This design comes from an exercise in tuning for small area on the open sky130 flow, not from production work. At most, simulation tests tie the RTL to the original design; equivalence was not proved. No functional check of the RTL was part of run 1. Power figures rest on the tool's default switching activity, not on a simulated workload.

`run.sh`:
```
#!/bin/bash
# synth_recipe.tcl (not shown) runs the flow's synth.tcl, then flattens the netlist and writes it again
# the make line also repeats each setting of config.mk as NAME=value (left out here)
make -C /OpenROAD-flow-scripts/flow DESIGN_CONFIG=/design/flow/config.mk WORK_HOME=/design/flow/orfs CLKGATE_MAP_FILE= SYNTH_SCRIPT=/design/flow/synth_recipe.tcl finish
```
`config.mk`:
```
export PLATFORM = sky130hd
export DESIGN_NAME = decode
export DESIGN_NICKNAME = decode
export VERILOG_FILES = /design/flow/design.v
export SDC_FILE = /design/flow/constraint.sdc
export NUM_CORES = 4
export LEC_CHECK = 0
export CAP_MARGIN = 20
export CORE_MARGIN = 2
export CORE_UTILIZATION = 40
export SLEW_MARGIN = 20
export SYNTH_HIERARCHICAL = 1
```
`constraint.sdc`:
```
create_clock -name core_clock -period 5.0 [get_ports {clk}]
set_input_delay 1.0000 -clock core_clock [delete_from_list [all_inputs] [get_ports {clk}]]
set_output_delay 1.0000 -clock core_clock [all_outputs]
set_load 0.01 [all_outputs]
```
`design.v`:
```
package rv32i_types;
    localparam int num_regs = 32;                    
    typedef logic [31:0] rv32i_word;                 
    typedef logic [4:0]  rv32i_reg;                  
    typedef enum logic [6:0] {
        op_lui   = 7'b0110111,
        op_auipc = 7'b0010111,
        op_jal   = 7'b1101111,
        op_jalr  = 7'b1100111,
        op_br    = 7'b1100011,
        op_load  = 7'b0000011,
        op_store = 7'b0100011,
        op_imm   = 7'b0010011,
        op_reg   = 7'b0110011,
        op_csr   = 7'b1110011                        
    } rv32i_opcode;
    typedef enum logic [2:0] {
        alu_add = 3'b000,
        alu_sll = 3'b001,
        alu_sra = 3'b010,
        alu_sub = 3'b011,
        alu_xor = 3'b100,
        alu_srl = 3'b101,
        alu_or  = 3'b110,
        alu_and = 3'b111
    } alu_ops;
    typedef enum logic [2:0] {
        beq  = 3'b000,
        bne  = 3'b001,
        blt  = 3'b100,
        bge  = 3'b101,
        bltu = 3'b110,
        bgeu = 3'b111
    } branch_funct3;
    typedef enum logic [2:0] {
        f3_add  = 3'b000,                            
        f3_sll  = 3'b001,
        f3_slt  = 3'b010,
        f3_sltu = 3'b011,
        f3_xor  = 3'b100,
        f3_sr   = 3'b101,                            
        f3_or   = 3'b110,
        f3_and  = 3'b111
    } arith_funct3;
    typedef enum logic [2:0] {
        f3_lb  = 3'b000,
        f3_lh  = 3'b001,
        f3_lw  = 3'b010,
        f3_lbu = 3'b100,
        f3_lhu = 3'b101
    } load_funct3;
    typedef enum logic [2:0] {
        f3_sb = 3'b000,
        f3_sh = 3'b001,
        f3_sw = 3'b010
    } store_funct3;
    typedef enum logic {
        alumux1_rs1 = 1'b0,
        alumux1_pc  = 1'b1
    } alumux1_sel_t;
    typedef enum logic [2:0] {
        alumux2_i_imm = 3'd0,
        alumux2_u_imm = 3'd1,
        alumux2_b_imm = 3'd2,
        alumux2_s_imm = 3'd3,
        alumux2_j_imm = 3'd4,
        alumux2_rs2   = 3'd5
    } alumux2_sel_t;
    typedef enum logic [3:0] {
        rf_alu_out  = 4'd0,
        rf_br_en    = 4'd1,                          
        rf_u_imm    = 4'd2,
        rf_lw       = 4'd3,
        rf_pc_plus4 = 4'd4,
        rf_lb       = 4'd5,
        rf_lbu      = 4'd6,
        rf_lh       = 4'd7,
        rf_lhu      = 4'd8
    } regfilemux_sel_t;
    typedef enum logic {
        cmpmux_rs2   = 1'b0,
        cmpmux_i_imm = 1'b1
    } cmpmux_sel_t;
    typedef struct packed {
        rv32i_opcode     opcode;
        alu_ops          aluop;
        branch_funct3    cmpop;
        alumux1_sel_t    alumux1_sel;
        alumux2_sel_t    alumux2_sel;
        regfilemux_sel_t regfilemux_sel;
        cmpmux_sel_t     cmpmux_sel;
        logic            load_regfile;
        logic            mem_read;
        logic            mem_write;
        logic [3:0]      mem_byte_enable;            
    } rv32i_control_word;
    typedef struct packed {
        rv32i_word         pc;
        rv32i_word         i_imm;
        rv32i_word         s_imm;
        rv32i_word         b_imm;
        rv32i_word         u_imm;
        rv32i_word         j_imm;
        rv32i_word         rs1;                      
        rv32i_word         rs2;
        rv32i_reg          rd;
        logic [2:0]        funct3;
        rv32i_control_word ctrl;
        logic              valid;
    } stage_regs;
endpackage
`timescale 1ns/100ps
package rv32i_ir;
    function automatic rv32i_types::rv32i_word i_imm(input rv32i_types::rv32i_word in);
        i_imm = {{21{in[31]}}, in[30:20]};
    endfunction
    function automatic rv32i_types::rv32i_word s_imm(input rv32i_types::rv32i_word in);
        s_imm = {{21{in[31]}}, in[30:25], in[11:7]};
    endfunction
    function automatic rv32i_types::rv32i_word b_imm(input rv32i_types::rv32i_word in);
        b_imm = {{20{in[31]}}, in[7], in[30:25], in[11:8], 1'b0};
    endfunction
    function automatic rv32i_types::rv32i_word u_imm(input rv32i_types::rv32i_word in);
        u_imm = {in[31:12], 12'h000};
    endfunction
    function automatic rv32i_types::rv32i_word j_imm(input rv32i_types::rv32i_word in);
        j_imm = {{12{in[31]}}, in[19:12], in[20], in[30:21], 1'b0};
    endfunction
endpackage
`timescale 1ns/100ps
package rv32i_ctrl;
    function automatic rv32i_types::rv32i_control_word control(
        input rv32i_types::rv32i_opcode opcode,
        input logic [2:0]               funct3,
        input logic [6:0]               funct7
    );
        rv32i_types::rv32i_control_word c;
        c        = '0;                                
        c.opcode = opcode;                            
        case (opcode)
            rv32i_types::op_lui: begin
                c.load_regfile   = 1'b1;
                c.regfilemux_sel = rv32i_types::rf_u_imm;
            end
            rv32i_types::op_auipc: begin
                c.aluop          = rv32i_types::alu_add;
                c.alumux1_sel    = rv32i_types::alumux1_pc;
                c.alumux2_sel    = rv32i_types::alumux2_u_imm;
                c.load_regfile   = 1'b1;
                c.regfilemux_sel = rv32i_types::rf_alu_out;
            end
            rv32i_types::op_jal: begin
                c.aluop          = rv32i_types::alu_add;     
                c.alumux1_sel    = rv32i_types::alumux1_pc;
                c.alumux2_sel    = rv32i_types::alumux2_j_imm;
                c.load_regfile   = 1'b1;
                c.regfilemux_sel = rv32i_types::rf_pc_plus4;   
            end
            rv32i_types::op_jalr: begin
                c.aluop          = rv32i_types::alu_add;     
                c.alumux1_sel    = rv32i_types::alumux1_rs1;
                c.alumux2_sel    = rv32i_types::alumux2_i_imm;
                c.load_regfile   = 1'b1;
                c.regfilemux_sel = rv32i_types::rf_pc_plus4;
            end
            rv32i_types::op_br: begin
                c.aluop       = rv32i_types::alu_add;        
                c.alumux1_sel = rv32i_types::alumux1_pc;
                c.alumux2_sel = rv32i_types::alumux2_b_imm;
                c.cmpop       = rv32i_types::branch_funct3'(funct3);
                c.cmpmux_sel  = rv32i_types::cmpmux_rs2;
            end
            rv32i_types::op_load: begin
                c.aluop        = rv32i_types::alu_add;       
                c.alumux2_sel  = rv32i_types::alumux2_i_imm;
                c.mem_read     = 1'b1;
                c.load_regfile = 1'b1;
                case (funct3)
                    rv32i_types::f3_lb: begin
                        c.regfilemux_sel  = rv32i_types::rf_lb;
                        c.mem_byte_enable = 4'b0001;
                    end
                    rv32i_types::f3_lbu: begin
                        c.regfilemux_sel  = rv32i_types::rf_lbu;
                        c.mem_byte_enable = 4'b0001;
                    end
                    rv32i_types::f3_lh: begin
                        c.regfilemux_sel  = rv32i_types::rf_lh;
                        c.mem_byte_enable = 4'b0011;
                    end
                    rv32i_types::f3_lhu: begin
                        c.regfilemux_sel  = rv32i_types::rf_lhu;
                        c.mem_byte_enable = 4'b0011;
                    end
                    default: begin                               
                        c.regfilemux_sel  = rv32i_types::rf_lw;
                        c.mem_byte_enable = 4'b1111;
                    end
                endcase
            end
            rv32i_types::op_store: begin
                c.aluop       = rv32i_types::alu_add;        
                c.alumux2_sel = rv32i_types::alumux2_s_imm;
                c.mem_write   = 1'b1;
                case (funct3)
                    rv32i_types::f3_sb: c.mem_byte_enable = 4'b0001;
                    rv32i_types::f3_sh: c.mem_byte_enable = 4'b0011;
                    default:            c.mem_byte_enable = 4'b1111;
                endcase
            end
            rv32i_types::op_imm, rv32i_types::op_reg: begin
                c.load_regfile   = 1'b1;
                c.regfilemux_sel = rv32i_types::rf_alu_out;
                c.alumux2_sel    = (opcode == rv32i_types::op_reg) ?
                                      rv32i_types::alumux2_rs2 :
                                      rv32i_types::alumux2_i_imm;
                c.cmpmux_sel     = (opcode == rv32i_types::op_reg) ?
                                      rv32i_types::cmpmux_rs2 :
                                      rv32i_types::cmpmux_i_imm;
                case (funct3)
                    rv32i_types::f3_add: begin
                        c.aluop = (opcode == rv32i_types::op_reg && funct7[5]) ?
                                     rv32i_types::alu_sub : rv32i_types::alu_add;
                    end
                    rv32i_types::f3_sr: begin
                        c.aluop = funct7[5] ? rv32i_types::alu_sra :
                                                 rv32i_types::alu_srl;
                    end
                    rv32i_types::f3_slt: begin
                        c.cmpop          = rv32i_types::blt;   
                        c.regfilemux_sel = rv32i_types::rf_br_en;
                    end
                    rv32i_types::f3_sltu: begin
                        c.cmpop          = rv32i_types::bltu;
                        c.regfilemux_sel = rv32i_types::rf_br_en;
                    end
                    default: c.aluop = rv32i_types::alu_ops'(funct3);   
                endcase
            end
            default: ;                                   
        endcase
        control = c;
    endfunction
endpackage
`timescale 1ns/100ps
module rf_aoi222 (
    input  logic [2:0] a,
    input  logic [2:0] b,
    output logic       y
);
    assign y = ~|(a & b);
endmodule
module rf_aoi22 (
    input  logic [1:0] a,
    input  logic [1:0] b,
    output logic       y
);
    assign y = ~|(a & b);
endmodule
module rf_nand11 (
    input  logic [10:0] n,
    output logic        y
);
    assign y = ~&n;
endmodule
module rf_read_bit (
    input  logic [31:0] sel,
    input  logic [31:0] d,
    output logic        y
);
    logic [10:0] n;
    for (genvar g = 0; g < 10; g++) begin : g_aoi
        rf_aoi222 u_aoi (
            .a (sel[3*g +: 3]),
            .b (d[3*g +: 3]),
            .y (n[g])
        );
    end
    rf_aoi22 u_aoi_last (
        .a (sel[31:30]),
        .b (d[31:30]),
        .y (n[10])
    );
    rf_nand11 u_or (
        .n (n),
        .y (y)
    );
endmodule
`timescale 1ns/100ps
module decode (
    input  logic         clk,
    input  logic         rst_n,
    input  logic [31:0]  rdata_a,      
    input  logic [31:0]  pc,           
    input  logic         resp_a,       
    input  logic         resp_b,       
    input  logic [31:0]  cache_out,    
    input  logic         ld_regfile,   
    input  logic [4:0]   rd,           
    output logic [293:0] regs_out      
);
    logic                           load_all;
    assign load_all = resp_a | resp_b;            
    rv32i_types::rv32i_word         rf_data [1:31];
    logic [31:1]                    rf_written;
    logic [31:1]                    rf_we;
    always_comb begin
        for (int k = 1; k < 32; k++) begin
            rf_we[k] = ld_regfile && (rd == 5'(k));
        end
    end
    always_ff @(posedge clk or negedge rst_n) begin
        if (!rst_n) begin
            rf_written <= '0;
        end else begin
            rf_written <= rf_written | rf_we;
        end
    end
    always_ff @(posedge clk) begin
        for (int k = 1; k < 32; k++) begin
            if (rf_we[k]) rf_data[k] <= cache_out;
        end
    end
    rv32i_types::rv32i_word         pc_q;
    rv32i_types::rv32i_word         instr_q;
    rv32i_types::rv32i_word         rs1_q;
    rv32i_types::rv32i_word         rs2_q;
    logic                           valid_q;
    rv32i_types::rv32i_word         rs1_d;
    rv32i_types::rv32i_word         rs2_d;
    logic [31:0]                    sel_a;
    logic [31:0]                    sel_b;
    always_comb begin
        sel_a[0] = !load_all;
        sel_b[0] = !load_all;
        for (int k = 1; k < 32; k++) begin
            sel_a[k] = load_all && rf_written[k] && (rdata_a[19:15] == 5'(k));
            sel_b[k] = load_all && rf_written[k] && (rdata_a[24:20] == 5'(k));
        end
    end
    for (genvar j = 0; j < 32; j++) begin : g_rd
        logic [31:0] da;
        logic [31:0] db;
        always_comb begin
            da[0] = rs1_q[j];
            db[0] = rs2_q[j];
            for (int k = 1; k < 32; k++) begin
                da[k] = rf_data[k][j];
                db[k] = rf_data[k][j];
            end
        end
        rf_read_bit u_a (.sel(sel_a), .d(da), .y(rs1_d[j]));
        rf_read_bit u_b (.sel(sel_b), .d(db), .y(rs2_d[j]));
    end
    always_ff @(posedge clk or negedge rst_n) begin
        if (!rst_n) begin
            rs1_q <= '0;
            rs2_q <= '0;
        end else begin
            rs1_q <= rs1_d;
            rs2_q <= rs2_d;
        end
    end
    always_ff @(posedge clk or negedge rst_n) begin
        if (!rst_n) begin
            pc_q    <= '0;
            instr_q <= '0;
            valid_q <= 1'b0;
        end else if (load_all) begin
            pc_q    <= pc;
            instr_q <= rdata_a;
            valid_q <= 1'b1;
        end
    end
    rv32i_types::stage_regs         stage;
    always_comb begin
        stage        = '0;
        stage.pc     = pc_q;
        stage.i_imm  = rv32i_ir::i_imm(instr_q);
        stage.s_imm  = rv32i_ir::s_imm(instr_q);
        stage.b_imm  = rv32i_ir::b_imm(instr_q);
        stage.u_imm  = rv32i_ir::u_imm(instr_q);
        stage.j_imm  = rv32i_ir::j_imm(instr_q);
        stage.rs1    = rs1_q;
        stage.rs2    = rs2_q;
        stage.rd     = instr_q[11:7];
        stage.funct3 = instr_q[14:12];
        stage.ctrl   = rv32i_ctrl::control(rv32i_types::rv32i_opcode'(instr_q[6:0]),
                                           instr_q[14:12], instr_q[31:25]);
        stage.valid  = valid_q;
    end
    assign regs_out = stage;
endmodule
```
==> flow_summary_export.csv, run 1 <==
group,metric,value,unit
timing,setup_violations,0,
timing,finalHoldViolations,0,
placed_design,routabilityCongestion,0.911,
die,floorplan.rows,124,
synthesis,yosysWarnings,8,
timing,fin_crit,4.00,ns
synthesis,synth.avg_cell_area,17.8,um^2
grt,grt_pass1_vias,33000,
synthesis,synth_top_flop_cell,"edfxtp_1",
timing,finalCritPeriodShare,80.0,%
pwr,ir_drop,0.311,mV
synthesis,synth_area_leader_cell,"edfxtp_1",
pwr,p_leak,18.3,nW
timing,hold_slack,0.297,ns
timing,setup_ws,0.999,ns
synthesis,synthArstFlopShare,13.9,%
timing,fmax,250,MHz
route,drc,0,
clock_tree,cts_tree,"done",
layout,num-nets-final,3159,
critical_path,rr_worst_depth,5,
timing,rsz0062_at_grt,"false",
synthesis,syn_area,45800,um^2
critical_path,setup.worst_path.start,"instr_q[2]",
clock_tree,hold_buffers,0,
clock_tree,cts_setup_buffers,0,
synthesis,synth_cells,2578,
placed_design,numPortBuffers,385,
die,io-pin-count,400,
die,die-area,117000,um^2
grt,track_usage,29.7,%
critical_path,cp.arrival,3.00,ns
placed_design,dpl.hpwl,107000,um
min_path,min_path_type,"primary input to asynchronous set/reset pin",
die,initial_core_util,40.2,%
synthesis,ys_seq_area_share,73.7,%
route,wl,181000,um
status,status,"finished clean",
clock_tree,cts_buffers,116,
route,drtIter0Drc,9054,
critical_path,crit_required,4.00,ns
critical_path,rrSetupSlack,2.34,ns
route,firstDrtPassIters,13,
timing,fin_skew,0.0137,ns
timing,worstMarginPinSlew,1.20,ns
critical_path,r2r-start,"rf_written[13]",
die,dieWidth,342,um
clock_tree,clockBufferDepth,3,
layout,syn_to_final_growth,21.5,%
pwr,power_density,385,nW/um^2
grt,grt_max_degree,97,
layout,final_layout_size_suffix_gt1_share,16.6,%
grt,antenna_found_initial,17,
critical_path,crit_path_start_kind,"register",
timing,tns,0,ns
flow_run,maxCapViolCount,0,
placed_design,post-place-ws,0.501,ns
die,coreArea,114000,um^2
synthesis,yosysTopAreaCellShare,65.0,%
clock_tree,cts_sinks,1152,
synthesis,synth.most_common_cell,"edfxtp_1",
die,die_h,342,um
critical_path,crit_path_max_fanout,11,
clock_tree,cts_root_buf,"clkbuf_16",
clock_tree,clk_latency,0.70,ns
grt,grt_first_pass_wirelength,247000,um
synthesis,synthTopCellsByCount,"992 x edfxtp_1, 640 x a222oi_1, 160 x dfrtp_1, 145 x buf_4, 129 x nand4_1",
placed_design,placed_cells,4445,
route,wl_per_cell,38.7,um
layout,fin_cells,4674,
grt,gr-max-usage-layer,"met2",
grt,global_route.usage.met2,45.1,%
synthesis,synth.distinct_cells,45,
synthesis,synth-edff-count,992,
synthesis,ys_ff_latch,1152,
synthesis,synthTopCellsByArea,"edfxtp_1 65%, a222oi_1 14%, dfrtp_1 8.7%",
critical_path,crit_type,"register to primary output",
critical_path,end_kind,"primary output",
layout,n_fill_cell,9482,
clock_tree,ctsResizeCount,0,
clock_tree,clkTransAtPathRegs,0.06,ns
critical_path,rr_endpoint,"rs1_q[4]",
timing,final-max-slew-violation-count,0,
grt,use_met1,37.4,%
clock_tree,htree_levels,3,
grt,met3_usage,10.0,%
route,ant_nets,0,
grt,overflow,0,
route,num_vias,34300,
pwr,total_power,21.4,mW
route,vias_per_cell,7.33,
timing,slew_headroom,19.9,%
-- per-module statistics from Yosys, one instance, submodules excluded, a selection --
module / area, um^2 / cells / copies in the design / flip-flops and latches
rf_aoi22: 12.5 / 1 / 64 / 0
rf_aoi222: 10.0 / 1 / 640 / 0
rf_nand11: 23.8 / 4 / 64 / 0
decode: 37100 / 1618 / 1 / 1152
-- placed cells by master (no fill, tap or decap), types with 9 or more instances in the layout --
| cell | n |
|---|---|
| buf_12 | 22 |
| clkbuf_16 | 119 |
| nor2_4 | 32 |
| nand4_1 | 129 |
| dfrtp_1 | 159 |
| buf_4 | 100 |
| a222oi_1 | 640 |
| and3_2 | 18 |
| mux2_2 | 63 |
| nand3_1 | 69 |
| or2_2 | 17 |
| conb_1 | 14 |
| clkdlybuf4s50_1 | 364 |
| clkinv_2 | 24 |
| buf_2 | 20 |
| a22oi_2 | 64 |
| nand2_1 | 12 |
| clkbuf_8 | 9 |
| edfxtp_1 | 992 |
| and3_1 | 46 |
| or3_1 | 65 |
| o21bai_1 | 16 |
| nor2_1 | 16 |
| clkinv_1 | 18 |
| bufinv_16 | 11 |
| clkbuf_1 | 26 |
-- worst max-delay path: stages (launching register included) --
cell             delay, ns
dfrtp_1               0.50
nand4bb_4             0.34
nor4_1                0.65
and3_1                0.27
clkdlybuf4s50_1       0.54
-- stage by stage --
| step | utilization (%) | area [um^2] |
|---|---|---|
| final | 48.8 | 55700 |
| after global routing | 48.8 | 55700 |
| after CTS | 48.9 | 55700 |
| after detailed placement | 45.5 | 51900 |
| after global placement | 45.5 | 51900 |
| after floorplan | - | 45900 |
-- how the worst max path moves through the flow --
stage,to,slack [ns]
2_1_floorplan,rf_data[3][0],1.74
3_3_place_gp,rs1_q[12],0.51
3_5_place_dp,rs2_q[16],0.50
4_1_cts,regs_out[2],0.96
5_1_grt,rs2_q[3],0.90
6_report,regs_out[12],1.0
-- flip-flops by register name (all words and copies together) (netlist names) --
| signal | count |
|---|---|
| instr_q | 32 |
| rs2_q | 32 |
| rf_data | 992 |
| rf_written | 31 |
| pc_q | 32 |
| rs1_q | 32 |
| valid_q | 1 |
-- layout make-up --
class                           instances  area [um^2]  area share, %
Antenna cell                            6         15.0         0.0270
Clock buffer                          153         3190           5.72
Sequential cell                      1152        33800           60.7
Multi-Input combinational cell       1273        11200           20.0
Tap cell                             1512         1890           3.40
Timing Repair Buffer                  509         4990           8.96
Clock inverter                         68          654           1.18
Inverter                                1         3.75        0.00674
-- cell families after synthesis --
group	Yosys count	synth area share (%)
other	1	0.00818
DFF	1152	73.7
and+or+nand+nor	457	5.84
muxes	63	1.55
AOI/OAI and AO/OA	738	16.2
buffers and inverters	166	2.60
xor gates and xnor gates	1	0.0191
-- report_power, final --
part / internal (mW) / switching [mW] / total (mW)
sequential: 10.8 / 0.312 / 11.1
combinational: 0.753 / 0.866 / 1.62
clock: 5.05 / 3.68 / 8.73
-- metal layers --
layer  vias to the layer above  part of all wire [%]
met5                         -                 0.051
met4                        14                   6.1
li1                      13000                     -
met3                       629                    16
met1                     17100                    34
met2                      3533                    44
==> run 2: changes to the inputs <==
--- a/design.v
+++ b/design.v
@@ -250,15 +250,15 @@
 );
     assign y = ~|(a & b);
 endmodule
-module rf_aoi22 (
-    input  logic [1:0] a,
-    input  logic [1:0] b,
-    output logic       y
+module rf_nand2 (
+    input  logic a,
+    input  logic b,
+    output logic y
 );
-    assign y = ~|(a & b);
+    assign y = ~(a & b);
 endmodule
-module rf_nand11 (
-    input  logic [10:0] n,
+module rf_nand12 (
+    input  logic [11:0] n,
     output logic        y
 );
     assign y = ~&n;
@@ -268,7 +268,7 @@
     input  logic [31:0] d,
     output logic        y
 );
-    logic [10:0] n;
+    logic [11:0] n;
     for (genvar g = 0; g < 10; g++) begin : g_aoi
         rf_aoi222 u_aoi (
             .a (sel[3*g +: 3]),
@@ -276,12 +276,14 @@
             .y (n[g])
         );
     end
-    rf_aoi22 u_aoi_last (
-        .a (sel[31:30]),
-        .b (d[31:30]),
-        .y (n[10])
-    );
-    rf_nand11 u_or (
+    for (genvar g = 10; g < 12; g++) begin : g_nand
+        rf_nand2 u_nand (
+            .a (sel[20 + g]),
+            .b (d[20 + g]),
+            .y (n[g])
+        );
+    end
+    rf_nand12 u_or (
         .n (n),
         .y (y)
     );
==> flow/run.sh (new file) <==
#!/bin/bash
# Standard layout (standard.sh: the ORFS flow, from synthesis to the
# final DEF) with three ORFS settings changed:
#  - the port buffers are the smallest buffer cell instead of a delay cell;
#  - clock tree synthesis uses clkbuf_8 cells and inserts no dummy loads.
# The synthesis, floorplan, power grid, tap cells and routing are standard.
set -o pipefail
cp standard.sh standard_sh.txt
export BUFFER_PORTS_ARGS="-buffer_cell sky130_fd_sc_hd__buf_1"
export CTS_ARGS="-sink_clustering_enable -repair_clock_nets -dont_use_dummy_load -buf_list sky130_fd_sc_hd__clkbuf_8"
bash standard.sh > standard.log 2>&1
==> standard.sh (new file) <==
#!/bin/bash
# synth_recipe.tcl (not shown) runs the flow's synth.tcl, then flattens the netlist and writes it again
# the make line also repeats each setting of config.mk as NAME=value (left out here)
make -C /OpenROAD-flow-scripts/flow DESIGN_CONFIG=/design/flow/config.mk WORK_HOME=/design/flow/orfs CLKGATE_MAP_FILE= SYNTH_SCRIPT=/design/flow/synth_recipe.tcl "${@:-finish}"
--- a/config.mk
+++ b/config.mk
@@ -7,6 +7,6 @@
 export LEC_CHECK = 0
 export CAP_MARGIN = 20
 export CORE_MARGIN = 2
-export CORE_UTILIZATION = 40
+export CORE_UTILIZATION = 60
 export SLEW_MARGIN = 20
 export SYNTH_HIERARCHICAL = 1
removed: run.sh
==> flow_summary_export.csv, run 2 <==
group,metric,value,unit
layout,final_common_cell,"edfxtp_1",
timing,fin_crit,3.64,ns
synthesis,ys_seq_area_share,74.1,%
synthesis,synthArstFlopShare,13.9,%
clock_tree,clk_latency,0.84,ns
route,firstDrtPassIters,14,
layout,largest_reg_flops,992,
pwr,switchingPower,4.37,mW
timing,slew_headroom,8.56,%
synthesis,yosysTopAreaCellShare,65.4,%
die,dieWidth,280,um
grt,overflow,0,
route,drtIter0Drc,9402,
placed_design,post-place-ws,0.767,ns
grt,grt_first_pass_wirelength,233000,um
layout,syn_to_final_growth,11.8,%
synthesis,synthTopCellsByArea,"edfxtp_1 65%, a222oi_1 14%, dfrtp_1 8.8%",
placed_design,placed_cells,3969,
timing,final-max-slew-violation-count,0,
timing,finalHoldViolations,0,
route,num_vias,34400,
placed_design,routabilityCongestion,0.940,
flow_run,maxCapViolCount,0,
synthesis,syn_area,45600,um^2
clock_tree,cts_sinks,1152,
route,wl_per_cell,41.0,um
synthesis,synth-edff-count,992,
pwr,clock_power_share,34.1,%
layout,n_fill_cell,5213,
placed_design,placed_cell_area,48400,um^2
critical_path,end_kind,"register",
clock_tree,clkTransAtPathRegs,0.06,ns
critical_path,crit_type,"primary input to register",
synthesis,synth.distinct_cells,44,
grt,grt_max_degree,88,
synthesis,synth_cells,2642,
clock_tree,cts_root_buf,"clkbuf_8",
layout,final_cell_mix,"992 x edfxtp_1, 640 x a222oi_1, 354 x buf_1",
clock_tree,cts_buffers,179,
die,io-pin-count,400,
die,die_h,280,um
pwr,power_density,367,nW/um^2
route,wl,170000,um
status,status,"finished clean",
critical_path,cpPeakStageDelay,0.62,ns
min_path,min_path_type,"primary input to asynchronous set/reset pin",
pwr,sw_frac_of_total,23.4,%
timing,finalCritPeriodShare,72.8,%
synthesis,synth_area_leader_cell,"edfxtp_1",
critical_path,path_cells,"buf_1, o21ai_0, nor3b_1, and3_1, buf_4, a222oi_1, nand4_1, or3_1",
timing,setup_violations,0,
route,drc,0,
clock_tree,htree_levels,4,
timing,rsz0062_at_grt,"false",
timing,fin_skew,0.0712,ns
synthesis,synthTopCellsByCount,"992 x edfxtp_1, 640 x a222oi_1, 193 x nand4_1, 160 x dfrtp_1, 145 x buf_4",
grt,antenna_found_initial,10,
clock_tree,clockBufferDepth,3,
synthesis,synth.most_common_cell,"edfxtp_1",
critical_path,worst_path_max_delay_cell,"and3_1",
layout,final_layout_size_suffix_gt1_share,14.8,%
timing,worstMarginPinSlew,1.37,ns
route,ant_nets,0,
layout,num-nets-final,3280,
critical_path,crit_path_start_kind,"primary input",
pwr,p_comb_share,6.7,%
critical_path,crit_path_max_fanout,13,
die,die-area,78200,um^2
layout,fin_cells,4156,
grt,grt_pass1_vias,32900,
timing,tns,0,ns
critical_path,crit_buf_inv,2,
clock_tree,cts_tree,"done",
clock_tree,cts_setup_buffers,0,
synthesis,synth_top_flop_cell,"edfxtp_1",
pwr,internal_power,14.3,mW
synthesis,synth.avg_cell_area,17.3,um^2
pwr,ir_drop,0.270,mV
die,initial_core_util,60.3,%
timing,fmax,275,MHz
grt,track_usage,42.6,%
layout,fin_area,51000,um^2
placed_design,dpl.hpwl,99500,um
critical_path,crit_required,5.71,ns
placed_design,numPortBuffers,385,
clock_tree,hold_buffers,0,
synthesis,ys_ff_latch,1152,
layout,top_register,"rf_data",
critical_path,cp_top_family,"simple AND/OR/NAND/NOR gates",
pwr,total_power,18.7,mW
die,coreArea,75600,um^2
timing,setup_ws,1.36,ns
pwr,p_seq_share,59.2,%
clock_tree,ctsResizeCount,0,
pwr,p_leak,16.6,nW
critical_path,cp.arrival,4.35,ns
die,floorplan.rows,101,
timing,hold_slack,0.221,ns
route,vias_per_cell,8.29,
layout,final_util,67.4,%
synthesis,yosysWarnings,8,
[run 2: cell types whose count changed after synthesis]
cell,change
nand4_1,+64
nand2_1,+128
nand3_1,-64
a22oi_2,-64
[run 2: cells by family (layout without fill, tap and decap cells)]
family / after synthesis / count (layout) / share of synthesized area [%]
flip-flops: 1152 / 1152 / 74.1
AO/OA/AOI/OAI: 674 / 674 / 14.6
AND/OR/NAND/NOR: 585 / 585 / 7.10
buffers and inverters: 166 / 683 / 2.61
multiplexers: 63 / 63 / 1.56
other: 1 / 20 / 0.00823
XOR/XNOR: 1 / 1 / 0.0192
[run 2: path summary, 6_finish.rpt]
kind                                start              to  slack [ns]  cells after the start
max                                resp_b       rs2_q[26]        1.36                      8
min                                 rst_n        pc_q[13]        0.22                      1
max reg2reg                rf_written[24]       rs2_q[26]        2.12                      5
min reg2reg                rf_written[19]  rf_written[19]        0.49                      1
max in group asynchronous           rst_n   rf_written[8]        3.54                      2
min in group core_clock            pc[29]        pc_q[29]        0.39                      2
[run 2: power groups by stage]
| stage | clock (mW) | sequential, mW | combinational [mW] |
|---|---|---|---|
| after floorplan | 0 | 11.2 | 0.645 |
| after detailed placement | 0 | 11.2 | 1.22 |
| after CTS | 6.38 | 11.0 | 1.22 |
| final | 6.37 | 11.1 | 1.25 |
| after global placement | 0 | 11.2 | 1.19 |
| after global routing | 6.77 | 11.1 | 1.32 |
[run 2: layout make-up]
cell class	count	area (um^2)	area share [%]
antenna	6	15.0	0.0295
clock buffer	179	2460	4.83
inverter	1	3.75	0.00737
multi-input combinational	1337	10900	21.4
sequential	1152	33800	66.3
tap	978	1220	2.40
timing repair buffer	503	2540	4.98
[run 2: layer usage]
layer,global-route usage (%),wire [um]
met2,63.0,74800
met4,24.6,11000
met3,15.7,29400
met1,54.5,55100
met5,0,77
[run 2: per-module statistics from Yosys (local to each module, per instance), excerpt]
module     area (um^2)  flip-flops and latches
rf_nand2          3.75                       0
rf_nand12         25.0                       0
decode           37100                    1152
rf_aoi222         10.0                       0
==> run 3: changes to the inputs <==
==> flow/run.sh (replaced) <==
#!/bin/bash
# Standard layout (standard.sh: the ORFS flow, from synthesis to the
# final DEF) with these ORFS settings changed:
#  - the port buffers are the smallest buffer cell instead of a delay cell;
#  - clock tree synthesis uses clkbuf_8 cells, larger sink clusters and no
#    dummy loads.
# The synthesis, floorplan, power grid, tap cells and routing are standard.
set -o pipefail
cp standard.sh standard_sh.txt
export BUFFER_PORTS_ARGS="-buffer_cell sky130_fd_sc_hd__buf_1"
export CTS_ARGS="-sink_clustering_enable -repair_clock_nets -dont_use_dummy_load -buf_list sky130_fd_sc_hd__clkbuf_8 -sink_clustering_size 16 -sink_clustering_max_diameter 45"
bash standard.sh > standard.log 2>&1
==> config.mk (replaced) <==
export PLATFORM = sky130hd
export DESIGN_NAME = decode
export DESIGN_NICKNAME = decode
export VERILOG_FILES = /design/flow/design.v
export SDC_FILE = /design/flow/constraint.sdc
export NUM_CORES = 4
export LEC_CHECK = 0
export CAP_MARGIN = 0
export CORE_MARGIN = 2
export CORE_UTILIZATION = 70
export SLEW_MARGIN = 0
export SYNTH_HIERARCHICAL = 1
==> flow_summary_export.csv, run 3 <==
group,metric,value,unit
clock_tree,clockBufferDepth,3,
synthesis,synthTopCellsByArea,"edfxtp_1 65%, a222oi_1 14%, dfrtp_1 8.8%",
critical_path,worst_path_max_delay_cell,"and3_1",
synthesis,syn_area,45600,um^2
critical_path,end_kind,"register",
clock_tree,cts_sinks,1152,
critical_path,cp.arrival,4.24,ns
pwr,p_leak,16.0,nW
route,ant_nets,0,
grt,grt_first_pass_wirelength,224000,um
layout,top_register,"rf_data",
critical_path,crit_required,5.64,ns
layout,num-nets-final,3203,
route,drc,0,
timing,tns,0,ns
clock_tree,clk_latency,0.78,ns
placed_design,post-place-ws,0.913,ns
timing,finalHoldViolations,0,
route,firstDrtPassIters,20,
route,num_vias,34600,
timing,setup_violations,0,
timing,final-max-slew-violation-count,17,
critical_path,crit_path_start_kind,"primary input",
synthesis,yosysTopAreaCellShare,65.4,%
critical_path,cp_top_family,"simple AND/OR/NAND/NOR gates",
synthesis,ys_seq_area_share,74.1,%
synthesis,synth.avg_cell_area,17.3,um^2
grt,grt_max_degree,83,
layout,syn_to_final_growth,9.09,%
timing,worstMarginPinSlew,1.64,ns
placed_design,numPortBuffers,385,
synthesis,synth.distinct_cells,44,
flow_run,maxCapViolCount,1,
timing,rsz0062_at_grt,"false",
route,wl_per_cell,41.1,um
die,initial_core_util,70.7,%
critical_path,cpPeakStageDelay,0.77,ns
synthesis,yosysWarnings,8,
clock_tree,cts_buffers,109,
min_path,min_path_type,"primary input to asynchronous set/reset pin",
layout,final_common_cell,"edfxtp_1",
layout,largest_reg_flops,992,
layout,final_cell_mix,"992 x edfxtp_1, 640 x a222oi_1, 384 x buf_1",
clock_tree,htree_levels,3,
grt,track_usage,47.5,%
synthesis,synth_cells,2642,
die,dieWidth,259,um
layout,final_layout_size_suffix_gt1_share,11.1,%
grt,grt_pass1_vias,33600,
route,wl,163000,um
synthesis,synth-edff-count,992,
critical_path,crit_type,"primary input to register",
die,floorplan.rows,93,
clock_tree,cts_root_buf,"clkbuf_8",
grt,overflow,0,
timing,fin_skew,0.0702,ns
synthesis,synth.most_common_cell,"edfxtp_1",
synthesis,ys_ff_latch,1152,
synthesis,synthArstFlopShare,13.9,%
synthesis,synthTopCellsByCount,"992 x edfxtp_1, 640 x a222oi_1, 193 x nand4_1, 160 x dfrtp_1, 145 x buf_4",
clock_tree,ctsResizeCount,0,
placed_design,routabilityCongestion,0.931,
status,so.violations,"capacitance limit, slew limit",
clock_tree,hold_buffers,0,
status,status,"finished with violations",
placed_design,dpl.hpwl,94200,um
clock_tree,cts_setup_buffers,0,
pwr,power_density,343,nW/um^2
clock_tree,cts_tree,"done",
critical_path,path_cells,"buf_1, nor2_4, nor3_1, and3_1, buf_4, a222oi_1, nand4_1, or3_1",
timing,finalCritPeriodShare,72.1,%
synthesis,synth_area_leader_cell,"edfxtp_1",
die,die-area,67200,um^2
timing,fin_crit,3.60,ns
pwr,ir_drop,0.288,mV
clock_tree,clkTransAtPathRegs,0.08,ns
timing,slew_headroom,-9.54,%
die,io-pin-count,400,
timing,setup_ws,1.40,ns
route,vias_per_cell,8.75,
timing,fmax,277,MHz
die,die_h,259,um
critical_path,crit_path_max_fanout,22,
die,coreArea,64500,um^2
route,drtIter0Drc,10300,
grt,antenna_found_initial,9,
synthesis,synth_top_flop_cell,"edfxtp_1",
critical_path,crit_buf_inv,2,
## run 3: cell counts after synthesis
No cell type changed its count.
## run 3: cells by family after synthesis
group | synth area share [%]
AND/OR/NAND/NOR | 7.10
flip-flops | 74.1
buffers and inverters | 2.61
multiplexers | 1.56
other | 0.00823
XOR/XNOR | 0.0192
AO/OA/AOI/OAI | 14.6
## run 3: per-module statistics from Yosys (local to each module, per instance), excerpt
module     times used  area (um^2)
decode              1        37100
rf_nand12          64         25.0
rf_aoi222         640         10.0
rf_nand2          128         3.75
## run 3: cell type report
| cell class | instances | area (um^2) |
|---|---|---|
| Antenna cell | 4 | 10.0 |
| Clock buffer | 109 | 1500 |
| Fill cell | 3754 | 14700 |
| Inverter | 1 | 3.75 |
| Multi-Input combinational cell | 1337 | 10900 |
| Sequential cell | 1152 | 33800 |
| Tap cell | 855 | 1070 |
| Timing Repair Buffer | 496 | 2460 |
## run 3: worst reg2reg max path, delay by kind of cell (launching register included)
kind                   cells  cell delay, ns
AOI/OAI and AO/OA          1            0.48
buffers and inverters      1            0.58
DFF                        1            0.39
and+or+nand+nor            3            1.28
## run 3: power breakdown
part	internal, mW	switching, mW	total (mW)
clock network	1.93	2.91	4.84
logic	0.406	0.804	1.21
registers	10.7	0.256	11.0
## run 3: metrics by stage
step	hold slack, ns	instances	utilization [%]	power [mW]	area (um^2)
CTS	0.190	3950	77.1	17.0	49700
detailed placement	0.466	3841	74.8	12.4	48200
finish	0.185	3954	77.1	17.1	49700
global placement	0.465	3841	74.8	12.3	48200
floorplan	0.434	2655	-	11.8	45600
global route	0.208	3952	77.1	17.4	49700
## run 3: worst paths after layout
path	depth (start not counted)	from	slack, ns	to
max	8	resp_b	1.40	rs1_q[6]
min	1	rst_n	0.19	instr_q[25]
max reg2reg	5	rf_written[5]	2.17	rs1_q[6]
min reg2reg	1	rf_written[23]	0.50	rf_written[23]
max in group asynchronous	2	rst_n	3.90	rf_written[10]
min in group core_clock	2	pc[16]	0.44	pc_q[16]
## run 3: metal layers
metal | track usage [%] | part of all wire [%] | vias to the layer above
met5 | 0.641 | 0.076 | -
met4 | 36.8 | 9.6 | 12
met3 | 19.7 | 19 | 1128
met2 | 69.1 | 43 | 4239
met1 | 56.8 | 29 | 16300
li1 | - | - | 12900
==> run 4: changes to the inputs <==
==> config.mk (replaced) <==
export PLATFORM = sky130hd
export DESIGN_NAME = decode
export DESIGN_NICKNAME = decode
export VERILOG_FILES = /design/flow/design.v
export SDC_FILE = /design/flow/constraint.sdc
export NUM_CORES = 4
export LEC_CHECK = 0
export CAP_MARGIN = 20
export CORE_MARGIN = 2
export CORE_UTILIZATION = 65
export SLEW_MARGIN = 20
export SYNTH_HIERARCHICAL = 1
==> flow_summary_export.csv, run 4 <==
group,metric,value,unit
status,status,"finished clean",
clock_tree,cts_tree,"done",
synthesis,synth_top_flop_cell,"edfxtp_1",
clock_tree,htree_levels,3,
clock_tree,cts_buffers,119,
grt,antenna_found_initial,9,
die,coreArea,69800,um^2
critical_path,cp.arrival,4.28,ns
route,vias_per_cell,8.56,
critical_path,crit_path_max_fanout,32,
timing,tns,0,ns
layout,syn_to_final_growth,10.2,%
layout,final_util,72.0,%
clock_tree,ctsResizeCount,0,
layout,fin_cells,4068,
layout,final_cell_mix,"992 x edfxtp_1, 640 x a222oi_1, 363 x buf_1",
grt,overflow,0,
synthesis,synth.most_common_cell,"edfxtp_1",
synthesis,synth.avg_cell_area,17.3,um^2
timing,worstMarginPinSlew,1.33,ns
timing,setup_ws,1.34,ns
layout,top_register,"rf_data",
critical_path,crit_type,"primary input to register",
layout,largest_reg_flops,992,
synthesis,synthTopCellsByCount,"992 x edfxtp_1, 640 x a222oi_1, 193 x nand4_1, 160 x dfrtp_1, 145 x buf_4",
die,die-area,72300,um^2
timing,fmax,273,MHz
synthesis,ys_ff_latch,1152,
synthesis,synthArstFlopShare,13.9,%
clock_tree,cts_setup_buffers,0,
synthesis,synthTopCellsByArea,"edfxtp_1 65%, a222oi_1 14%, dfrtp_1 8.8%",
die,initial_core_util,65.3,%
route,firstDrtPassIters,13,
timing,hold_slack,0.321,ns
clock_tree,clockBufferDepth,3,
timing,setup_violations,0,
timing,rsz0062_at_grt,"false",
placed_design,numPortBuffers,385,
grt,track_usage,46.3,%
route,drtIter0Drc,9969,
synthesis,yosysTopAreaCellShare,65.4,%
placed_design,routabilityCongestion,0.947,
clock_tree,clk_latency,0.79,ns
clock_tree,cts_sinks,1152,
timing,slew_headroom,11.2,%
placed_design,post-place-ws,0.862,ns
synthesis,syn_area,45600,um^2
route,ant_nets,0,
pwr,ir_drop,0.288,mV
synthesis,synth.distinct_cells,44,
clock_tree,clkTransAtPathRegs,0.08,ns
synthesis,ys_seq_area_share,74.1,%
timing,final-max-slew-violation-count,0,
grt,grt_pass1_vias,33300,
grt,grt_first_pass_wirelength,232000,um
timing,fin_skew,0.0994,ns
route,wl_per_cell,41.7,um
synthesis,synth_area_leader_cell,"edfxtp_1",
placed_design,placed_cells,3940,
pwr,power_density,347,nW/um^2
timing,fin_crit,3.66,ns
die,io-pin-count,400,
placed_design,dpl.hpwl,96000,um
layout,final_common_cell,"edfxtp_1",
layout,num-nets-final,3227,
route,drc,0,
synthesis,yosysWarnings,8,
synthesis,synth_cells,2642,
timing,finalCritPeriodShare,73.3,%
clock_tree,hold_buffers,0,
die,floorplan.rows,97,
synthesis,synth-edff-count,992,
layout,n_fill_cell,4499,
timing,finalHoldViolations,0,
route,num_vias,34800,
pwr,p_leak,16.2,nW
die,dieWidth,269,um
route,wl,170000,um
flow_run,maxCapViolCount,0,
clock_tree,cts_root_buf,"clkbuf_8",
critical_path,crit_path_start_kind,"primary input",
critical_path,end_kind,"register",
critical_path,crit_required,5.62,ns
min_path,min_path_type,"primary input to asynchronous set/reset pin",
layout,final_layout_size_suffix_gt1_share,12.6,%
grt,grt_max_degree,126,
die,die_h,269,um
[run 4: changes by cell type in the layout (fill, tap and decap cells not counted), sizes merged]
cell    change
clkbuf     +27
diode       +5
buf         -3
[run 4: per-module statistics from Yosys, one instance, submodules excluded, excerpt]
module	copies in the design	flops+latches	cells
rf_nand2	128	0	1
decode	1	1152	1618
rf_nand12	64	0	4
rf_aoi222	640	0	1
[run 4: metal layers]
metal	share of wire (%)	vias up	track usage, %
met1	31	16800	57.4
li1	-	13000	-
met4	7.9	8	30.8
met3	18	955	18.9
met5	0.028	-	0
met2	43	4071	67.5
[run 4: metrics by stage]
step	power, mW	area (um^2)
final	17.4	50200
after global routing	17.9	50200
after CTS	17.3	50200
after detailed placement	12.5	48500
after global placement	12.4	48500
after floorplan	11.8	45600
[run 4: cell families after synthesis]
group,after synthesis,synth area share [%]
other cells,1,0.00823
compound gates,674,14.6
xor+xnor,1,0.0192
buf+inv,166,2.61
flops,1152,74.1
mux,63,1.56
simple gates,585,7.10
[run 4: path summary, 6_finish.rpt]
check / startpoint / endpoint / slack (ns) / cells after the start
hold / removal: rst_n / pc_q[6] / 0.32 / 1
setup reg to reg: rf_written[21] / rs2_q[0] / 2.17 / 4
setup / recovery: resp_a / rs2_q[0] / 1.34 / 7
min in group core_clock: rdata_a[6] / instr_q[6] / 0.44 / 2
hold reg to reg: rf_written[17] / rf_written[17] / 0.49 / 1
max in group asynchronous: rst_n / rs2_q[3] / 3.45 / 2
[run 4: worst max-delay path: stages]
cell,delay (ns)
buf_1,0.14
o21ai_0,0.58
nor3b_1,0.19
and3_2,0.67
a222oi_1,0.52
nand4_1,0.57
or3_1,0.58
[run 4: power by group]
part	internal (mW)	total [mW]	switching (mW)	leakage, nW
Sequential	10.7	11.1	0.322	10.9
Clock	2.10	5.11	3.01	0.856
Combinational	0.417	1.27	0.858	4.51
[run 4: layout make-up]
cell class                 count  area [um^2]  share of cell area, %
sequential                  1152        33800                   67.3
antenna                        9         22.5                 0.0448
tap                          940         1180                   2.34
clock buffer                 119         1640                   3.26
multi-input combinational   1337        10900                   21.7
timing repair buffer         510         2680                   5.34
inverter                       1         3.75                0.00747
==> run 5: changes to the inputs <==
--- a/config.mk
+++ b/config.mk
@@ -7,6 +7,6 @@
 export LEC_CHECK = 0
 export CAP_MARGIN = 20
 export CORE_MARGIN = 2
-export CORE_UTILIZATION = 65
+export CORE_UTILIZATION = 60
 export SLEW_MARGIN = 20
 export SYNTH_HIERARCHICAL = 1
==> flow_summary_export.csv, run 5 <==
group,metric,value,unit
synthesis,syn_area,45600,um^2
layout,largest_reg_flops,992,
timing,final-max-slew-violation-count,0,
layout,final_common_cell,"edfxtp_1",
pwr,p_comb_share,7.1,%
synthesis,synth.avg_cell_area,17.3,um^2
route,wl,170000,um
layout,final_layout_size_suffix_gt1_share,13.4,%
clock_tree,ctsResizeCount,0,
layout,syn_to_final_growth,10.3,%
clock_tree,cts_tree,"done",
route,vias_per_cell,8.33,
timing,fin_skew,0.0684,ns
pwr,power_density,351,nW/um^2
synthesis,synth_area_leader_cell,"edfxtp_1",
timing,fin_crit,3.71,ns
clock_tree,cts_buffers,130,
layout,multiInputGateArea,10900,um^2
layout,n_fill_cell,5303,
pwr,p_leak,16.3,nW
timing,worstMarginPinSlew,1.35,ns
synthesis,synth.distinct_cells,44,
pwr,internal_power,13.5,mW
timing,rsz0062_at_grt,"false",
pwr,ir_drop,0.320,mV
die,coreArea,75600,um^2
synthesis,synthTopCellsByCount,"992 x edfxtp_1, 640 x a222oi_1, 193 x nand4_1, 160 x dfrtp_1, 145 x buf_4",
timing,finalCritPeriodShare,74.2,%
route,drtIter0Drc,9453,
die,initial_core_util,60.3,%
timing,setup_violations,0,
critical_path,crit_required,5.66,ns
clock_tree,cts_sinks,1152,
pwr,sw_frac_of_total,23.7,%
grt,grt_first_pass_wirelength,232000,um
route,firstDrtPassIters,14,
layout,num-nets-final,3230,
timing,tns,0,ns
layout,seqCellArea,33800,um^2
die,dieWidth,280,um
synthesis,synthArstFlopShare,13.9,%
grt,track_usage,42.5,%
pwr,clock_power_share,30.3,%
critical_path,crit_path_start_kind,"primary input",
timing,setup_ws,1.29,ns
synthesis,yosysWarnings,8,
grt,overflow,0,
die,die-area,78200,um^2
die,io-pin-count,400,
clock_tree,hold_buffers,0,
grt,antenna_found_initial,11,
timing,slew_headroom,9.97,%
route,wl_per_cell,41.4,um
placed_design,dpl.hpwl,99500,um
route,num_vias,34200,
status,status,"finished clean",
layout,top_register,"rf_data",
clock_tree,htree_levels,4,
flow_run,maxCapViolCount,0,
synthesis,synth.most_common_cell,"edfxtp_1",
pwr,switchingPower,4.17,mW
grt,grt_pass1_vias,32600,
layout,final_cell_mix,"992 x edfxtp_1, 640 x a222oi_1, 354 x buf_1",
placed_design,routabilityCongestion,0.940,
die,floorplan.rows,101,
route,ant_nets,0,
synthesis,synth-edff-count,992,
grt,grt_max_degree,88,
clock_tree,clk_latency,0.81,ns
synthesis,ys_ff_latch,1152,
synthesis,synth_cells,2642,
timing,fmax,269,MHz
critical_path,crit_type,"primary input to register",
clock_tree,clkTransAtPathRegs,0.10,ns
clock_tree,clockBufferDepth,3,
clock_tree,cts_setup_buffers,0,
clock_tree,cts_root_buf,"clkbuf_8",
timing,finalHoldViolations,0,
synthesis,synthTopCellsByArea,"edfxtp_1 65%, a222oi_1 14%, dfrtp_1 8.8%",
critical_path,crit_path_max_fanout,13,
placed_design,post-place-ws,0.767,ns
critical_path,end_kind,"register",
synthesis,ys_seq_area_share,74.1,%
critical_path,cp.arrival,4.37,ns
route,drc,0,
synthesis,yosysTopAreaCellShare,65.4,%
min_path,min_path_type,"primary input to asynchronous set/reset pin",
placed_design,numPortBuffers,385,
pwr,p_seq_share,62.6,%
die,die_h,280,um
synthesis,synth_top_flop_cell,"edfxtp_1",
[run 5: area by class of cell]
| cell class | count | area share (%) |
|---|---|---|
| inverter | 1 | 0.00747 |
| clock buffer | 130 | 3.56 |
| timing repair buffer | 502 | 5.01 |
| antenna | 5 | 0.0249 |
| tap | 978 | 2.43 |
| sequential | 1152 | 67.2 |
| multi-input combinational | 1337 | 21.7 |
[run 5: worst max-delay path, stage by stage]
cell	delay (ns)
buf_1	0.14
o21ai_0	0.64
nor3b_1	0.18
and3_1	0.64
buf_4	0.43
a222oi_1	0.39
nand4_1	0.46
or3_1	0.48
[run 5: stage by stage]
stage / hold slack, ns / total power [mW] / instance area, um^2 / cells / util (%)
CTS: 0.247 / 17.6 / 50200 / 4099 / 66.4
floorplan: 0.434 / 11.8 / 45600 / 2655 / -
finish: 0.289 / 17.6 / 50300 / 4105 / 66.5
detailed placement: 0.467 / 12.5 / 48400 / 3969 / 64.1
global route: 0.293 / 18.1 / 50300 / 4102 / 66.5
global placement: 0.469 / 12.4 / 48400 / 3968 / 64.0
[run 5: cell families (layout without fill, tap and decap cells)]
group | after synthesis | count (layout) | share of synthesized area (%)
AOI/OAI and AO/OA | 674 | 674 | 14.6
xor gates and xnor gates | 1 | 1 | 0.0192
buffers and inverters | 166 | 633 | 2.61
DFF | 1152 | 1152 | 74.1
muxes | 63 | 63 | 1.56
other | 1 | 19 | 0.00823
and+or+nand+nor | 585 | 585 | 7.10
[run 5: worst paths after layout]
kind | start | to | slack [ns] | cells after the start
min in group core_clock | pc[3] | pc_q[3] | 0.44 | 2
worst max-delay path | resp_b | rs2_q[26] | 1.29 | 8
worst min register to register | rf_written[19] | rf_written[19] | 0.49 | 1
worst min-delay path | rst_n | rs2_q[4] | 0.29 | 1
max in group asynchronous | rst_n | rs2_q[18] | 3.55 | 2
worst max register to register | rf_written[24] | rs2_q[26] | 2.08 | 5
[run 5: routing by layer]
layer | track usage [%] | vias up | wire, um
li1 | - | 13000 | -
met1 | 54.3 | 16700 | 54700
met2 | 63.1 | 3700 | 74600
met3 | 15.4 | 803 | 29200
met4 | 24.6 | 8 | 11200
met5 | 0.0625 | - | 50
[run 5: Yosys stat by module (local to each module, per instance), excerpt]
| module | copies in the design | cells | flip-flops and latches |
|---|---|---|---|
| rf_aoi222 | 640 | 1 | 0 |
| decode | 1 | 1618 | 1152 |
| rf_nand2 | 128 | 1 | 0 |
| rf_nand12 | 64 | 4 | 0 |
[run 5: power groups by stage]
stage / Combinational, mW / Sequential, mW / Clock, mW
global route: 1.32 / 11.1 / 5.71
floorplan: 0.645 / 11.2 / 0
detailed placement: 1.22 / 11.2 / 0
CTS: 1.22 / 11.0 / 5.36
finish: 1.25 / 11.0 / 5.35
global placement: 1.19 / 11.2 / 0
==> run 6: changes to the inputs <==
==> flow/run.sh (replaced) <==
#!/bin/bash
# Standard layout (standard.sh: the ORFS flow, from synthesis to the
# final DEF) with these ORFS settings changed:
#  - the port buffers are the smallest buffer cell instead of a delay cell;
#  - clock tree synthesis uses clkbuf_4 cells, sink clusters of at most 10 and no
#    dummy loads.
# The synthesis, floorplan, power grid, tap cells and routing are standard.
set -o pipefail
cp standard.sh standard_sh.txt
export BUFFER_PORTS_ARGS="-buffer_cell sky130_fd_sc_hd__buf_1"
export CTS_ARGS="-sink_clustering_enable -repair_clock_nets -dont_use_dummy_load -buf_list sky130_fd_sc_hd__clkbuf_4 -sink_clustering_size 10 -sink_clustering_max_diameter 35"
bash standard.sh > standard.log 2>&1
--- a/config.mk
+++ b/config.mk
@@ -7,6 +7,6 @@
 export LEC_CHECK = 0
 export CAP_MARGIN = 20
 export CORE_MARGIN = 2
-export CORE_UTILIZATION = 60
+export CORE_UTILIZATION = 70
 export SLEW_MARGIN = 20
 export SYNTH_HIERARCHICAL = 1
==> flow_summary_export.csv, run 6 <==
group,metric,value,unit
synthesis,ys_ff_latch,1152,
die,coreArea,64500,um^2
die,initial_core_util,70.7,%
timing,worstMarginPinSlew,1.44,ns
die,floorplan.rows,93,
placed_design,dpl.hpwl,94400,um
critical_path,end_kind,"primary output",
layout,num-nets-final,3253,
critical_path,cpPeakStageDelay,0.47,ns
layout,final_common_cell,"edfxtp_1",
die,die_h,259,um
route,wl_per_cell,40.4,um
critical_path,crit_path_start_kind,"register",
placed_design,placed_cell_area,48200,um^2
clock_tree,clockBufferDepth,3,
pwr,ir_drop,0.232,mV
synthesis,synth.distinct_cells,44,
timing,tns,0,ns
grt,antenna_found_initial,6,
grt,track_usage,47.7,%
synthesis,ys_seq_area_share,74.1,%
synthesis,yosysTopAreaCellShare,65.4,%
timing,rsz0062_at_grt,"false",
synthesis,synth.avg_cell_area,17.3,um^2
synthesis,synth-edff-count,992,
synthesis,synthTopCellsByArea,"edfxtp_1 65%, a222oi_1 14%, dfrtp_1 8.8%",
critical_path,crit_buf_inv,1,
timing,setup_violations,0,
route,num_vias,34700,
layout,syn_to_final_growth,8.59,%
route,vias_per_cell,8.65,
clock_tree,clkTransAtPathRegs,0.10,ns
route,wl,162000,um
layout,fin_area,49500,um^2
synthesis,synth_top_flop_cell,"edfxtp_1",
synthesis,yosysWarnings,8,
die,dieWidth,259,um
timing,slew_headroom,4.25,%
grt,overflow,0,
synthesis,synthArstFlopShare,13.9,%
timing,final-max-slew-violation-count,0,
status,status,"finished clean",
layout,final_layout_size_suffix_gt1_share,13.6,%
synthesis,synth.most_common_cell,"edfxtp_1",
pwr,p_leak,16.1,nW
min_path,min-delay-start,"rdata_a[31]",
clock_tree,cts_tree,"done",
placed_design,routabilityCongestion,0.931,
timing,finalHoldViolations,0,
clock_tree,cts_sinks,1152,
timing,fin_skew,0.0923,ns
critical_path,crit_path_max_fanout,11,
timing,finalCritPeriodShare,73.8,%
grt,grt_first_pass_wirelength,224000,um
placed_design,numPortBuffers,385,
pwr,total_power,16.6,mW
route,drc,0,
timing,fin_crit,3.69,ns
grt,grt_max_degree,83,
clock_tree,cts_root_buf,"clkbuf_4",
critical_path,crit_required,4.00,ns
clock_tree,cts_buffers,156,
route,drtIter0Drc,10000,
layout,final_cell_mix,"992 x edfxtp_1, 640 x a222oi_1, 352 x buf_1",
critical_path,cp_top_family,"simple AND/OR/NAND/NOR gates",
critical_path,crit_type,"register to primary output",
flow_run,maxCapViolCount,0,
critical_path,worst_path_max_delay_cell,"nor4_1",
layout,final_util,76.8,%
route,firstDrtPassIters,15,
timing,fmax,271,MHz
synthesis,synth_cells,2642,
die,io-pin-count,400,
layout,top_register,"rf_data",
critical_path,path_cells,"nand4bb_4, nor4_1, and3_1, buf_1",
grt,grt_pass1_vias,33800,
critical_path,r2r-start,"rf_written[3]",
route,ant_nets,0,
critical_path,setup.worst_path.start,"instr_q[3]",
min_path,min_path_type,"primary input to register",
die,die-area,67200,um^2
critical_path,cp.arrival,2.69,ns
layout,largest_reg_flops,992,
clock_tree,clk_latency,1.06,ns
clock_tree,htree_levels,4,
pwr,power_density,334,nW/um^2
synthesis,syn_area,45600,um^2
synthesis,synth_area_leader_cell,"edfxtp_1",
layout,n_fill_cell,3860,
synthesis,synthTopCellsByCount,"992 x edfxtp_1, 640 x a222oi_1, 193 x nand4_1, 160 x dfrtp_1, 145 x buf_4",
-- run 6: cell counts after synthesis --
No cell type changed its count.
-- run 6: what timing repair did --
item,in CTS,in global routing
gates resized for setup,0,0
buffers inserted,0,0
hold buffers,1,0
endpoints found under the hold margin,26,0
-- run 6: per-layer routing --
| metal | global-route usage, % | vias up | share of wire [%] |
|---|---|---|---|
| li1 | - | 13100 | - |
| met1 | 57.2 | 16200 | 28 |
| met2 | 69.0 | 4274 | 43 |
| met3 | 19.9 | 1096 | 19 |
| met4 | 37.3 | 2 | 9.6 |
| met5 | 0 | - | 0.0080 |
-- run 6: final timing paths --
path | to | slack, ns | depth (start not counted)
max | regs_out[12] | 1.31 | 4
min | instr_q[31] | 0.18 | 2
max reg2reg | rs1_q[6] | 2.27 | 5
min reg2reg | valid_q | 0.49 | 1
max in group asynchronous | rf_written[10] | 3.61 | 3
min in group asynchronous | instr_q[29] | 0.46 | 2
-- run 6: layout make-up --
type	count	area, um^2	area share, %
flip-flops and latches	1152	33800	68.3
multi-input cells	1337	10900	22.0
well taps	855	1070	2.16
clock buffers	156	1170	2.37
inverters	1	3.75	0.00758
diodes	8	20.0	0.0404
repair buffers	499	2540	5.14
-- run 6: per-stage QoR --
stage	setup WS [ns]	cells	hold WS [ns]
finish	1.31	4008	0.177
global route	1.20	4005	0.157
CTS	1.20	3999	0.0922
detailed placement	0.935	3842	0.467
global placement	1.02	3841	0.465
floorplan	1.74	2655	0.434
-- run 6: kinds of logic (layout without fill, tap and decap cells) --
kind of cell | after synthesis | in the layout | synth area share, %
XOR/XNOR | 1 | 1 | 0.0192
flip-flops | 1152 | 1152 | 74.1
AO/OA/AOI/OAI | 674 | 674 | 14.6
multiplexers | 63 | 63 | 1.56
other | 1 | 22 | 0.00823
buffers and inverters | 166 | 656 | 2.61
AND/OR/NAND/NOR | 585 | 585 | 7.10
-- run 6: worst reg2reg max path: cells and delay by family, from the launching register on --
family / cells / cell delay [ns]
and+or+nand+nor: 3 / 1.18
AOI/OAI and AO/OA: 1 / 0.50
DFF: 1 / 0.42
buffers and inverters: 1 / 0.53
-- run 6: where the power goes --
group	total [mW]	internal [mW]	switching, mW
Combinational	1.21	0.411	0.803
Clock	4.35	1.43	2.92
Sequential	11.0	10.7	0.255
Total	16.6	12.6	3.98
-- run 6: Yosys stat by module, one instance, submodules excluded, a selection --
module     area (um^2)  cells inside  flops+latches
decode           37100          1618           1152
rf_nand2          3.75             1              0
rf_nand12         25.0             4              0
rf_aoi222         10.0             1              0
==> run 7: changes to the inputs <==
--- a/config.mk
+++ b/config.mk
@@ -8,5 +8,6 @@
 export CAP_MARGIN = 20
 export CORE_MARGIN = 2
 export CORE_UTILIZATION = 70
+export PLACE_DENSITY = 0.85
 export SLEW_MARGIN = 20
 export SYNTH_HIERARCHICAL = 1
==> flow_summary_export.csv, run 7 <==
group,metric,value,unit
status,status,"finished clean",
timing,fin_crit,3.65,ns
placed_design,placed_cells,3839,
critical_path,crit_cells,4,
synthesis,synth_top_flop_cell,"edfxtp_1",
clock_tree,cts_sinks,1152,
synthesis,synth_area_leader_cell,"edfxtp_1",
timing,finalHoldViolations,0,
synthesis,synth_cells,2642,
timing,tns,0,ns
route,wl,168000,um
layout,final_cell_mix,"992 x edfxtp_1, 640 x a222oi_1, 352 x buf_1",
critical_path,cp-endpoint,"regs_out[21]",
pwr,p_leak,16.0,nW
layout,largest_reg_flops,992,
route,firstDrtPassIters,22,
grt,overflow,0,
synthesis,synth.most_common_cell,"edfxtp_1",
placed_design,dpl.hpwl,95900,um
route,ant_nets,0,
timing,final-max-slew-violation-count,0,
die,die-area,67200,um^2
layout,syn_to_final_growth,8.40,%
timing,fin_skew,0.147,ns
layout,top_register,"rf_data",
critical_path,crit_path_max_fanout,16,
critical_path,path_cells,"or4bb_1, a2bb2oi_1, nor2_2, buf_1",
critical_path,r2r-start,"rf_written[3]",
route,vias_per_cell,9.03,
layout,fin_cells,4013,
clock_tree,hold_buffers,1,
synthesis,ys_ff_latch,1152,
critical_path,end_kind,"primary output",
synthesis,synth-edff-count,992,
timing,rsz0062_at_grt,"false",
synthesis,yosysTopAreaCellShare,65.4,%
grt,track_usage,49.4,%
die,coreArea,64500,um^2
clock_tree,cts_buffers,157,
die,dieWidth,259,um
placed_design,post-place-ws,0.811,ns
clock_tree,cts_setup_buffers,0,
timing,worstMarginPinSlew,1.43,ns
synthesis,synth.distinct_cells,44,
timing,setup_ws,1.35,ns
synthesis,yosysWarnings,8,
clock_tree,clockBufferDepth,3,
critical_path,worst_path_max_delay_cell,"or4bb_1",
route,drtIter0Drc,12200,
die,die_h,259,um
grt,antenna_found_initial,15,
clock_tree,ctsResizeCount,0,
critical_path,crit_type,"register to primary output",
layout,num-nets-final,3251,
pwr,power_density,337,nW/um^2
grt,grt_first_pass_wirelength,233000,um
layout,final_util,76.7,%
min_path,min_path_type,"primary input to register",
critical_path,rr_endpoint,"rs1_q[29]",
critical_path,cp.arrival,2.65,ns
route,num_vias,36200,
layout,final_common_cell,"edfxtp_1",
placed_design,routabilityCongestion,0.991,
grt,grt_pass1_vias,35200,
pwr,ir_drop,0.180,mV
die,io-pin-count,400,
critical_path,cp_top_family,"simple AND/OR/NAND/NOR gates",
grt,grt_max_degree,96,
synthesis,synthArstFlopShare,13.9,%
synthesis,syn_area,45600,um^2
critical_path,cpPeakStageDelay,0.62,ns
layout,final_layout_size_suffix_gt1_share,13.7,%
timing,fmax,274,MHz
synthesis,synthTopCellsByArea,"edfxtp_1 65%, a222oi_1 14%, dfrtp_1 8.8%",
die,initial_core_util,70.7,%
die,floorplan.rows,93,
timing,setup_violations,0,
critical_path,crit_buf_inv,1,
synthesis,synth.avg_cell_area,17.3,um^2
clock_tree,htree_levels,4,
critical_path,crit_path_start_kind,"register",
timing,finalCritPeriodShare,73.0,%
clock_tree,cts_tree,"done",
critical_path,rrSetupSlack,2.17,ns
clock_tree,clk_latency,1.10,ns
flow_run,maxCapViolCount,0,
clock_tree,clkTransAtPathRegs,0.10,ns
critical_path,crit_required,4.00,ns
critical_path,setup.worst_path.start,"instr_q[14]",
layout,fin_area,49400,um^2
synthesis,synthTopCellsByCount,"992 x edfxtp_1, 640 x a222oi_1, 193 x nand4_1, 160 x dfrtp_1, 145 x buf_4",
timing,slew_headroom,4.36,%
critical_path,rr_worst_depth,5,
placed_design,placed_cell_area,48100,um^2
clock_tree,cts_root_buf,"clkbuf_4",
synthesis,ys_seq_area_share,74.1,%
route,wl_per_cell,41.9,um
route,drc,0,
placed_design,numPortBuffers,385,
run 7: cell counts after synthesis:
No cell type changed its count.
run 7: layer usage:
layer / GRT usage (%) / share of wire [%] / wire [um]
met2: 70.5 / 42 / 69900
met4: 34.9 / 9.9 / 16700
met3: 27.2 / 22 / 36300
met1: 56.8 / 27 / 45100
met5: 1.99 / 0.16 / 271
run 7: cell families (layout without fill, tap and decap cells):
| kind of cell | after synthesis | after routing | share of synthesized area (%) |
|---|---|---|---|
| buf+inv | 166 | 654 | 2.61 |
| mux | 63 | 63 | 1.56 |
| xor+xnor | 1 | 1 | 0.0192 |
| simple gates | 585 | 585 | 7.10 |
| other cells | 1 | 29 | 0.00823 |
| flops | 1152 | 1152 | 74.1 |
| compound gates | 674 | 674 | 14.6 |
run 7: worst min-delay path by stage:
stage                           to  cells past startpoint  slack (ns)  startpoint
after floorplan            valid_q                      1        0.43     valid_q
after global placement     valid_q                      1        0.45     valid_q
after detailed placement   valid_q                      1        0.46     valid_q
after CTS                 pc_q[28]                      2         0.1      pc[28]
after global routing      pc_q[11]                      2        0.17      pc[11]
final                     pc_q[28]                      2        0.16      pc[28]
run 7: area by class of cell:
class                           count  area [um^2]
Clock buffer                      157         1180
Sequential cell                  1152        33800
Multi-Input combinational cell   1337        10900
Antenna cell                       15         37.5
Fill cell                        3521        15100
Inverter                            1         3.75
Tap cell                          855         1070
Timing Repair Buffer              496         2420
run 7: worst register-to-register path, cell delays in order, from the launching register on:
cell      delay, ns
dfrtp_1        0.46
and3_1         0.63
buf_4          0.52
a222oi_1       0.46
nand4_1        0.22
or3_1          0.43
run 7: where the power goes:
part	leakage [nW]	switching (mW)	internal [mW]	total, mW
logic	4.43	0.864	0.408	1.27
clock network	0.722	2.91	1.44	4.35
registers	10.9	0.297	10.7	11.0
run 7: per-module statistics from Yosys (local to each module, per instance), a selection:
module,times used,cells inside,flip-flops and latches,cell area (um^2)
decode,1,1618,1152,37100
rf_aoi222,640,1,0,10.0
rf_nand12,64,4,0,25.0
rf_nand2,128,1,0,3.75
run 7: metrics by stage:
stage	hold WS [ns]	power, mW
after detailed placement	0.458	12.4
after global routing	0.167	17.0
after CTS	0.0980	16.5
final	0.155	16.7
after floorplan	0.434	11.8
after global placement	0.455	12.4

-- re-timing with driven ports --
No port has a modelled driver above. Below, the same layouts with a new extraction and two added sets of constraints. Step 1 (the two cells are an assumption about what drives the block):
set clk [get_ports {clk}]
set_driving_cell -lib_cell sky130_fd_sc_hd__clkbuf_16 $clk
set_driving_cell -lib_cell sky130_fd_sc_hd__buf_2 [delete_from_list [all_inputs] $clk]
Step 2 also shifts input and output timing later by t, the mid clock arrival at the registers, as if the neighbouring blocks saw the same clock. Three values: no drivers, after step 1, after step 2; two values: the first two.
run	shift t [ns]	setup slack, ns	worst setup path after step 2	clock arrival spread, ns
run 1	0.770	0.999 / 0.922 / 0.401	input to register	0.019 / 0.019
run 2	0.869	1.359 / 1.405 / 0.536	input to register	0.078 / 0.078
run 3	0.812	1.396 / 1.433 / 0.620	input to register	0.070 / 0.071
run 4	0.808	1.336 / 1.380 / 0.571	input to register	0.108 / 0.109
run 5	0.837	1.289 / 1.337 / 0.500	input to register	0.085 / 0.085
run 6	1.079	1.308 / 1.247 / 0.582	input to register	0.107 / 0.107
run 7	1.088	1.350 / 1.287 / 0.534	input to register	0.147 / 0.147
For run 2, which loses most, drivers alone change the setup slack by +0.046 ns; drivers and shift together by -0.823 ns.
